This is an optimization exercise on Yosys and OpenROAD, whose aim is a short achievable clock period and few clock cycles per item, not a production implementation.
Only simulation tests tie the RTL to the original design; equivalence was not proved.
No activity file was given, so power comes from the tool's default toggle rates.

<file path="flow/run.sh">
#!/bin/bash
# synth_recipe.tcl (not shown) runs the flow's synth.tcl, then flattens the netlist and writes it again
# the make line also repeats each setting of config.mk as NAME=value (left out here)
make -C /OpenROAD-flow-scripts/flow DESIGN_CONFIG=/design/flow/config.mk WORK_HOME=/design/flow/orfs CLKGATE_MAP_FILE= SYNTH_SCRIPT=/design/flow/synth_recipe.tcl finish
</file>
<file path="flow/config.mk">
export PLATFORM = sky130hd
export DESIGN_NAME = sha1_stream_hasher
export DESIGN_NICKNAME = sha1_stream_hasher
export VERILOG_FILES = /design/flow/design.v
export SDC_FILE = /design/flow/constraint.sdc
export NUM_CORES = 4
export LEC_CHECK = 0
export CAP_MARGIN = 20
export CORE_MARGIN = 2
export CORE_UTILIZATION = 40
export SLEW_MARGIN = 20
</file>
<file path="flow/constraint.sdc">
create_clock -name core_clock -period 8.0 [get_ports {clock}]
set_input_delay 1.6000 -clock core_clock [delete_from_list [all_inputs] [get_ports {clock}]]
set_output_delay 1.6000 -clock core_clock [all_outputs]
set_load 0.01 [all_outputs]
</file>
<file path="flow/design.v">
package sha1s_pkg;
   localparam int WORD_W      = 32;
   localparam int COUNT_W     = 61;
   localparam int ROUND_W     = 7;
   localparam int SCHED_WORDS = 16;
   localparam int ROUNDS      = 80;
   localparam logic [WORD_W-1:0] H0_INIT = 32'h67452301;
   localparam logic [WORD_W-1:0] H1_INIT = 32'hefcdab89;
   localparam logic [WORD_W-1:0] H2_INIT = 32'h98badcfe;
   localparam logic [WORD_W-1:0] H3_INIT = 32'h10325476;
   localparam logic [WORD_W-1:0] H4_INIT = 32'hc3d2e1f0;
   localparam logic [WORD_W-1:0] K_CH  = 32'h5a827999;
   localparam logic [WORD_W-1:0] K_P1  = 32'h6ed9eba1;
   localparam logic [WORD_W-1:0] K_MAJ = 32'h8f1bbcdc;
   localparam logic [WORD_W-1:0] K_P2  = 32'hca62c1d6;
   localparam logic [7:0] PAD_BYTE = 8'h80;
   typedef struct packed {
      logic              is_final;
      logic [WORD_W-1:0] word;
   } word_entry_type;
endpackage
import sha1s_pkg::*;
module sha1s_front (
   input  logic                    clock,
   input  logic                    reset,
   input  logic                    req_valid,
   output logic                    req_stall,
   input  logic [7:0]              req_data_byte,
   input  logic                    req_has_byte,
   input  logic                    req_last,
   input  logic                    q_full,
   output logic                    q_push,
   output sha1s_pkg::word_entry_type q_push_entry
);
   typedef enum logic [4:0] {
      ST_ACCEPT   = 5'b00001,
      ST_PAD_HEAD = 5'b00010,
      ST_PAD_ZERO = 5'b00100,
      ST_LEN_HI   = 5'b01000,
      ST_LEN_LO   = 5'b10000
   } front_state_type;
   localparam logic [3:0] LEN_HI_SLOT = 4'd14;
   localparam logic [3:0] LAST_ZERO_SLOT = LEN_HI_SLOT - 4'd1;
   front_state_type    state_ff, state_in;
   logic [COUNT_W-1:0] count_ff, count_in;
   logic [23:0]        acc_ff, acc_in;
   logic [3:0]         pad_idx_ff, pad_idx_in;
   logic               accept;
   assign req_stall = (state_ff != ST_ACCEPT) || q_full;
   assign accept    = req_valid && !req_stall;
   always_comb begin
      state_in     = state_ff;
      count_in     = count_ff;
      acc_in       = acc_ff;
      pad_idx_in   = pad_idx_ff;
      q_push       = 1'b0;
      q_push_entry.is_final = 1'b0;
      q_push_entry.word     = '0;
      unique case (state_ff)
         ST_ACCEPT: begin
            if (accept) begin
               if (req_has_byte) begin
                  acc_in   = {acc_ff[15:0], req_data_byte};
                  count_in = count_ff + 1'b1;
                  if (count_ff[1:0] == 2'd3) begin
                     q_push            = 1'b1;
                     q_push_entry.word = {acc_ff, req_data_byte};
                  end
               end
               if (req_last) begin
                  state_in = ST_PAD_HEAD;
               end
            end
         end
         ST_PAD_HEAD: begin
            if (!q_full) begin
               q_push = 1'b1;
               case (count_ff[1:0])
                  2'd0: q_push_entry.word = {PAD_BYTE, 24'h0};
                  2'd1: q_push_entry.word = {acc_ff[7:0], PAD_BYTE, 16'h0};
                  2'd2: q_push_entry.word = {acc_ff[15:0], PAD_BYTE, 8'h0};
                  default: q_push_entry.word = {acc_ff, PAD_BYTE};
               endcase
               if (count_ff[5:2] == LAST_ZERO_SLOT) begin
                  state_in = ST_LEN_HI;
               end else begin
                  pad_idx_in = count_ff[5:2] + 4'd1;
                  state_in   = ST_PAD_ZERO;
               end
            end
         end
         ST_PAD_ZERO: begin
            if (!q_full) begin
               q_push = 1'b1;
               if (pad_idx_ff == LAST_ZERO_SLOT) begin
                  state_in = ST_LEN_HI;
               end else begin
                  pad_idx_in = pad_idx_ff + 4'd1;
               end
            end
         end
         ST_LEN_HI: begin
            if (!q_full) begin
               q_push            = 1'b1;
               q_push_entry.word = count_ff[60:29];
               state_in          = ST_LEN_LO;
            end
         end
         ST_LEN_LO: begin
            if (!q_full) begin
               q_push       = 1'b1;
               q_push_entry.is_final = 1'b1;
               q_push_entry.word     = {count_ff[28:0], 3'b000};
               count_in     = '0;
               state_in     = ST_ACCEPT;
            end
         end
         default: begin
            state_in = ST_ACCEPT;
         end
      endcase
   end
   always_ff @(posedge clock) begin
      if (reset) begin
         state_ff <= ST_ACCEPT;
         count_ff <= '0;
      end else begin
         state_ff <= state_in;
         count_ff <= count_in;
      end
   end
   always_ff @(posedge clock) begin
      acc_ff     <= acc_in;
      pad_idx_ff <= pad_idx_in;
   end
endmodule
import sha1s_pkg::*;
module sha1s_queue #(
   parameter int DEPTH = 4
) (
   input  logic                      clock,
   input  logic                      reset,
   input  logic                      push,
   input  sha1s_pkg::word_entry_type push_entry,
   output logic                      full,
   input  logic                      pop,
   output logic                      pop_valid,
   output sha1s_pkg::word_entry_type pop_entry
);
   localparam int PTR_W = (DEPTH > 1) ? $clog2(DEPTH) : 1;
   localparam int CNT_W = $clog2(DEPTH + 1);
   localparam logic [PTR_W-1:0] PTR_LAST = (DEPTH - 1);
   localparam logic [CNT_W-1:0] CNT_FULL = (DEPTH);
   logic [WORD_W:0]  entries_ff [DEPTH];
   logic [PTR_W-1:0] wr_ptr_ff, rd_ptr_ff;
   logic [CNT_W-1:0] fill_ff;
   logic             do_push, do_pop;
   assign full      = (fill_ff == CNT_FULL);
   assign pop_valid = (fill_ff != '0);
   assign pop_entry = entries_ff[rd_ptr_ff];
   assign do_push   = push && !full;
   assign do_pop    = pop && pop_valid;
   always_ff @(posedge clock) begin
      if (reset) begin
         wr_ptr_ff <= '0;
         rd_ptr_ff <= '0;
         fill_ff   <= '0;
      end else begin
         if (do_push) begin
            wr_ptr_ff <= (wr_ptr_ff == PTR_LAST) ? '0 : wr_ptr_ff + 1'b1;
         end
         if (do_pop) begin
            rd_ptr_ff <= (rd_ptr_ff == PTR_LAST) ? '0 : rd_ptr_ff + 1'b1;
         end
         if (do_push && !do_pop) begin
            fill_ff <= fill_ff + 1'b1;
         end else if (do_pop && !do_push) begin
            fill_ff <= fill_ff - 1'b1;
         end
      end
   end
   always_ff @(posedge clock) begin
      if (do_push) begin
         entries_ff[wr_ptr_ff] <= push_entry;
      end
   end
endmodule
import sha1s_pkg::*;
module sha1s_core (
   input  logic                      clock,
   input  logic                      reset,
   input  logic                      q_valid,
   input  sha1s_pkg::word_entry_type q_entry,
   output logic                      q_pop,
   output logic                      rsp_valid,
   input  logic                      rsp_stall,
   output logic [31:0]               rsp_digest_word_a,
   output logic [31:0]               rsp_digest_word_b,
   output logic [31:0]               rsp_digest_word_c,
   output logic [31:0]               rsp_digest_word_d,
   output logic [31:0]               rsp_digest_word_e
);
   localparam logic [ROUND_W-1:0] LOAD_END   = (SCHED_WORDS);
   localparam logic [ROUND_W-1:0] LAST_LOAD  = (SCHED_WORDS - 1);
   localparam logic [ROUND_W-1:0] FINISH     = (ROUNDS);
   localparam logic [ROUND_W-1:0] PHASE1_END = (20);
   localparam logic [ROUND_W-1:0] PHASE2_END = (40);
   localparam logic [ROUND_W-1:0] PHASE3_END = (60);
   function automatic logic [WORD_W-1:0] rotl1(input logic [WORD_W-1:0] v);
      rotl1 = {v[WORD_W-2:0], v[WORD_W-1]};
   endfunction
   function automatic logic [WORD_W-1:0] rotl5(input logic [WORD_W-1:0] v);
      rotl5 = {v[WORD_W-6:0], v[WORD_W-1:WORD_W-5]};
   endfunction
   function automatic logic [WORD_W-1:0] rotl30(input logic [WORD_W-1:0] v);
      rotl30 = {v[1:0], v[WORD_W-1:2]};
   endfunction
   logic [ROUND_W-1:0] round_ff;
   logic [WORD_W-1:0]  work_ff   [5];
   logic [WORD_W-1:0]  chain_ff  [5];
   logic [WORD_W-1:0]  window_ff [SCHED_WORDS];
   logic               final_blk_ff;
   logic               rsp_valid_ff;
   logic [WORD_W-1:0]  digest_ff [5];
   logic [WORD_W-1:0]  init_val [5];
   logic [WORD_W-1:0]  sum_val  [5];
   logic [WORD_W-1:0]  w_sched, w_cur, f_val, k_val, t_val;
   logic               loading, rounding, finishing, rsp_free, step;
   assign init_val[0] = H0_INIT;
   assign init_val[1] = H1_INIT;
   assign init_val[2] = H2_INIT;
   assign init_val[3] = H3_INIT;
   assign init_val[4] = H4_INIT;
   assign loading   = (round_ff < LOAD_END);
   assign finishing = (round_ff == FINISH);
   assign rounding  = !finishing;
   assign rsp_free  = !rsp_valid_ff || !rsp_stall;
   always_comb begin
      if (loading) begin
         step = q_valid;
      end else if (finishing) begin
         step = !final_blk_ff || rsp_free;
      end else begin
         step = 1'b1;
      end
   end
   assign q_pop = loading && q_valid;
   assign w_sched = rotl1(window_ff[13] ^ window_ff[8] ^ window_ff[2] ^ window_ff[0]);
   assign w_cur   = loading ? q_entry.word : w_sched;
   always_comb begin
      if (round_ff < PHASE1_END) begin
         f_val = (work_ff[1] & work_ff[2]) | (~work_ff[1] & work_ff[3]);
         k_val = K_CH;
      end else if (round_ff < PHASE2_END) begin
         f_val = work_ff[1] ^ work_ff[2] ^ work_ff[3];
         k_val = K_P1;
      end else if (round_ff < PHASE3_END) begin
         f_val = (work_ff[1] & work_ff[2]) | (work_ff[1] & work_ff[3])
               | (work_ff[2] & work_ff[3]);
         k_val = K_MAJ;
      end else begin
         f_val = work_ff[1] ^ work_ff[2] ^ work_ff[3];
         k_val = K_P2;
      end
   end
   assign t_val = rotl5(work_ff[0]) + f_val + work_ff[4] + k_val + w_cur;
   always_comb begin
      for (int i = 0; i < 5; i++) begin
         sum_val[i] = chain_ff[i] + work_ff[i];
      end
   end
   always_ff @(posedge clock) begin
      if (reset) begin
         round_ff     <= '0;
         final_blk_ff <= 1'b0;
         rsp_valid_ff <= 1'b0;
         for (int i = 0; i < 5; i++) begin
            chain_ff[i] <= init_val[i];
            work_ff[i]  <= init_val[i];
         end
      end else begin
         if (step && finishing && final_blk_ff) begin
            rsp_valid_ff <= 1'b1;
         end else if (rsp_valid_ff && !rsp_stall) begin
            rsp_valid_ff <= 1'b0;
         end
         if (step && rounding) begin
            work_ff[0] <= t_val;
            work_ff[1] <= work_ff[0];
            work_ff[2] <= rotl30(work_ff[1]);
            work_ff[3] <= work_ff[2];
            work_ff[4] <= work_ff[3];
            round_ff   <= round_ff + 1'b1;
            if (round_ff == LAST_LOAD) begin
               final_blk_ff <= q_entry.is_final;
            end
         end
         if (step && finishing) begin
            round_ff <= '0;
            for (int i = 0; i < 5; i++) begin
               chain_ff[i] <= final_blk_ff ? init_val[i] : sum_val[i];
               work_ff[i]  <= final_blk_ff ? init_val[i] : sum_val[i];
            end
         end
      end
   end
   always_ff @(posedge clock) begin
      if (step && rounding) begin
         for (int i = 0; i < SCHED_WORDS - 1; i++) begin
            window_ff[i] <= window_ff[i + 1];
         end
         window_ff[SCHED_WORDS - 1] <= w_cur;
      end
      if (step && finishing && final_blk_ff) begin
         for (int i = 0; i < 5; i++) begin
            digest_ff[i] <= sum_val[i];
         end
      end
   end
   assign rsp_valid         = rsp_valid_ff;
   assign rsp_digest_word_a = digest_ff[0];
   assign rsp_digest_word_b = digest_ff[1];
   assign rsp_digest_word_c = digest_ff[2];
   assign rsp_digest_word_d = digest_ff[3];
   assign rsp_digest_word_e = digest_ff[4];
endmodule
import sha1s_pkg::*;
module sha1_stream_hasher #(
   parameter int QUEUE_DEPTH = 4
) (
   input  logic        clock,
   input  logic        reset,
   input  logic        req_valid,
   output logic        req_stall,
   input  logic [7:0]  req_data_byte,
   input  logic        req_has_byte,
   input  logic        req_last,
   output logic        rsp_valid,
   input  logic        rsp_stall,
   output logic [31:0] rsp_digest_word_a,
   output logic [31:0] rsp_digest_word_b,
   output logic [31:0] rsp_digest_word_c,
   output logic [31:0] rsp_digest_word_d,
   output logic [31:0] rsp_digest_word_e
);
   logic           push, q_full;
   sha1s_pkg::word_entry_type push_entry;
   logic           pop, pop_valid;
   sha1s_pkg::word_entry_type pop_entry;
   sha1s_front u_front (
      .clock         (clock),
      .reset         (reset),
      .req_valid     (req_valid),
      .req_stall     (req_stall),
      .req_data_byte (req_data_byte),
      .req_has_byte  (req_has_byte),
      .req_last      (req_last),
      .q_full        (q_full),
      .q_push        (push),
      .q_push_entry  (push_entry)
   );
   sha1s_queue #(
      .DEPTH (QUEUE_DEPTH)
   ) u_queue (
      .clock      (clock),
      .reset      (reset),
      .push       (push),
      .push_entry (push_entry),
      .full       (q_full),
      .pop        (pop),
      .pop_valid  (pop_valid),
      .pop_entry  (pop_entry)
   );
   sha1s_core u_core (
      .clock             (clock),
      .reset             (reset),
      .q_valid           (pop_valid),
      .q_entry           (pop_entry),
      .q_pop             (pop),
      .rsp_valid         (rsp_valid),
      .rsp_stall         (rsp_stall),
      .rsp_digest_word_a (rsp_digest_word_a),
      .rsp_digest_word_b (rsp_digest_word_b),
      .rsp_digest_word_c (rsp_digest_word_c),
      .rsp_digest_word_d (rsp_digest_word_d),
      .rsp_digest_word_e (rsp_digest_word_e)
   );
endmodule
</file>
==> results.sh <==
export IMPL_status="no timing/DRC/antenna violations"
export IMPL_die_width_um=381
export IMPL_ant_nets=0
export IMPL_routedWlPerCell_um=22.6
export IMPL_cp_start_kind="flip-flop"
export IMPL_fin_crit_sh_pct=85.9
export IMPL_syn_area_mm2=0.0568
export IMPL_worst_path_most_repeated_cell="inv_1"
export IMPL_rows=138
export IMPL_drc=0
export IMPL_cp_max_fo=24
export IMPL_cpMaxStageDelayCell="inv_1"
export IMPL_num_fill_cells=12900
export IMPL_min_path_type="reg2reg"
export IMPL_slew_violations=0
export IMPL_cts_tree="yes"
export IMPL_synthCells=4750
export IMPL_antenna_found_initial=8
export IMPL_drive_gt1_share_pct=6.75
export IMPL_grt_start_max_net_pins=150
export IMPL_cts_max_level=4
export IMPL_combPwrFrac_pct=45.7
export IMPL_cts_sinks=1236
export IMPL_path_clk_slew_ns=0.06
export IMPL_root_buffer="clkbuf_16"
export IMPL_fp_coreArea_mm2=0.141
export IMPL_synth_nets=5096
export IMPL_crit_type="reg2reg"
export IMPL_utilization_pct=46.3
export IMPL_clockBufferDepth=3
export IMPL_viasPerCell=5.48
export IMPL_hold_violations=0
export IMPL_fin_crit_ns=6.88
export IMPL_worstSkewPairLatency_ns=0.80
export IMPL_fmax_mhz=145
export IMPL_cts_resized=0
export IMPL_worst_setup_path_end_kind="flip-flop"
export IMPL_areaGrowthSynthToFinish_pct=15.1
export IMPL_power_static_leakage_nw=25.1
export IMPL_switching_share_pct=40.5
export IMPL_io_pins=176
export IMPL_gp_congestion=0.965
export IMPL_dr_pass1_iters=5
export IMPL_layout_commonest_cell="edfxtp_1"
export IMPL_grt_pass1_wl_um=230000
export IMPL_synthArstFlopShare_pct=0
export IMPL_final_setup_tns_ns=0
export IMPL_slew_headroom_pct=23.8
export IMPL_cts_setup_buffers=0
export IMPL_cpPeakStageDelay_ns=0.67
export IMPL_seqPwrFrac_pct=34.4
export IMPL_rsz0062_at_grt="no"
export IMPL_start_util_pct=40.2
export IMPL_seq_area_frac_synth_pct=58.2
export IMPL_hold_buffers=0
export IMPL_power_switching_mw=12.8
export IMPL_p_per_area_mw_per_mm2=484
export IMPL_cts_buffers=135
export IMPL_tightestPinTransition_ns=1.14
export IMPL_ir_drop_mv=0.461
export IMPL_yosys_warnings=9
export IMPL_crit_path_cell_trace="a41oi_2, nand2_1, inv_1, nor2_1, buf_4, inv_1, o21ai_0, fa_1, inv_1, fa_1, inv_1, ha_1, nand3_1, nor3b_1, o211ai_1, o211ai_1, a2111oi_0, o31ai_1, a31o_2, a2111oi_0, a41o_1, a2111oi_2"
export IMPL_p_int_mw=18.8
export IMPL_clkPwrFrac_pct=19.9
export IMPL_grt_usage_pct=21.0
export IMPL_grt_pass1_vias=35700
export IMPL_wirelength_um=156000
export IMPL_fp_dieArea_mm2=0.145
export IMPL_nets=5270
export IMPL_worstPathRequired_ns=8.69
export IMPL_avgSynthCellArea_um2=12.0
export IMPL_grt_overflow=0
export IMPL_skew_ns=0.0504
export IMPL_finalSetupViolCount=0
export IMPL_portBuffers=175
export IMPL_dr_total_vias=38000
export IMPL_dpl_hpwl_um=111000
export IMPL_ys_seq_elements=1236
export IMPL_maxCapViolations=0
export IMPL_worstPathArrival_ns=7.56
export IMPL_final_cell_mix="832 x edfxtp_1, 480 x nand2_1, 403 x dfxtp_1"
export IMPL_drtIter0Drc=3843
export IMPL_fp_dieH_um=381
export IMPL_synthFlopType="edfxtp_1"
export IMPL_synth_edf_count=832
export IMPL_ys_types=87
-- through the flow --
step	power [mW]	hold WS (ns)	area, um2	instances	worst slack, ns
after floorplan	20.9	0.400	56800	4750	1.43
after global placement	25.1	0.400	60800	6677	1.34
after detailed placement	25.1	0.405	60800	6677	1.24
after CTS	31.6	0.410	65400	6926	1.24
after global routing	33.6	0.419	65400	6926	0.682
final	31.6	0.410	65400	6928	1.12
-- cell families (layout without fill, tap and decap cells) --
group                    Yosys count  after routing  synth area share (%)
AO/OA/AOI/OAI                   1060           1060                  12.6
multiplexers                      86             86                  2.25
adder cells (fa/ha/maj)          332            332                  8.87
AND/OR/NAND/NOR                 1201           1201                  9.60
other                              0              2                     0
buffers and inverters            506            792                  3.40
XOR/XNOR                         329            329                  5.07
flip-flops                      1236           1236                  58.2
-- cells in the mapped netlist (24+ instances only) --
library cell / n / area (um2)
mux4_2: 33 / 743
a21o_1: 123 / 923
nand3_1: 107 / 536
fa_1: 118 / 2360
a221o_1: 30 / 300
a211oi_1: 41 / 308
a21oi_1: 251 / 1260
xnor2_1: 227 / 1990
inv_1: 312 / 1170
xor2_1: 102 / 893
ha_1: 214 / 2680
o21ai_0: 214 / 1070
edfxtp_1: 832 / 25000
o211ai_1: 58 / 435
nand2_1: 481 / 1810
nand4_1: 32 / 200
dfxtp_1: 404 / 8090
a31oi_1: 37 / 231
nor2_1: 279 / 1050
o21a_1: 46 / 345
nor2b_1: 24 / 150
mux2i_1: 51 / 510
nor3_1: 87 / 435
and3_1: 67 / 419
clkbuf_1: 159 / 597
a221oi_1: 40 / 350
a22o_1: 50 / 438
or3_1: 33 / 206
-- routing by layer --
metal	vias up	global-route usage (%)	wire length, um
li1	17700	-	-
met1	18700	31.7	74100
met2	1343	29.0	63900
met3	257	4.83	12600
met4	2	8.31	5680
met5	-	0	20
-- state kept, by name (all words and copies together) (netlist names), 4 cells and up, named ones only --
name and count:
u_core.window_ff 512, u_core.chain_ff 160, u_core.digest_ff 160, u_core.work_ff 160
u_queue.entries_ff 132, u_front.count_ff 61, u_front.acc_ff 24, u_core.round_ff 7
u_front.state_ff 5, u_front.pad_idx_ff 4
-- power by group through the flow --
stage	clock, mW	sequential [mW]	combinational [mW]
finish	6.30	10.9	14.4
global route	6.70	11.0	15.8
CTS	6.45	10.9	14.3
detailed placement	0	11.0	14.2
global placement	0	10.9	14.2
floorplan	0	10.6	10.3
-- layout make-up --
class / count / area [um2] / share of cell area (%)
Clock inverter: 78 / 948 / 1.45
Tap cell: 1890 / 2360 / 3.62
Sequential cell: 1236 / 33100 / 50.6
Clock buffer: 171 / 3570 / 5.47
Timing Repair Buffer: 231 / 2290 / 3.51
Inverter: 312 / 1180 / 1.81
Antenna cell: 2 / 5.00 / 0.00766
Multi-Input combinational cell: 3008 / 21900 / 33.5
-- final timing paths --
check / from / to / slack (ns) / depth (start not counted)
min: u_core.window_ff[3][3] / u_core.window_ff[2][3] / 0.41 / 0
min reg2reg: u_core.window_ff[3][3] / u_core.window_ff[2][3] / 0.41 / 0
max: u_core.round_ff[4] / u_core.work_ff[0][31] / 1.12 / 22
max reg2reg: u_core.round_ff[4] / u_core.work_ff[0][31] / 1.12 / 22
-- critical path, delay by kind of cell (launching register included) --
kind | cells | cell delay, ns
DFF | 1 | 0.45
AOI/OAI and AO/OA | 10 | 2.61
adders and majority gates | 3 | 1.42
buffers and inverters | 5 | 1.52
and+or+nand+nor | 4 | 0.74
Testbench counts, summed over its fixed seeds: cycles 223,196, bytes 118,990.

[re-timing with driven ports]
No port has a modelled driver above. Below, the same layout with a new extraction and two added sets of constraints. Step 1 assumes that a clkbuf_16 drives the clock port and a buf_2 every other input. Step 2 adds t to the input delays and takes it off the output delays; t is the mean of the earliest and latest rising clock arrival at the registers after step 1. Input paths then give back, and output paths get back, about the clock's delay inside the block. Three values: ideal ports, drivers, drivers and shift; two values: the first two.
t (ns): 0.841
slack for setup (ns): 1.124 / 1.124 / 1.124
worst hold slack (ns): 0.410 / 0.410 / 0.410
After both steps setup and hold are still met in this run. The setup slack of this run moves by 0.000 ns with the drivers and by 0.000 ns with both steps.
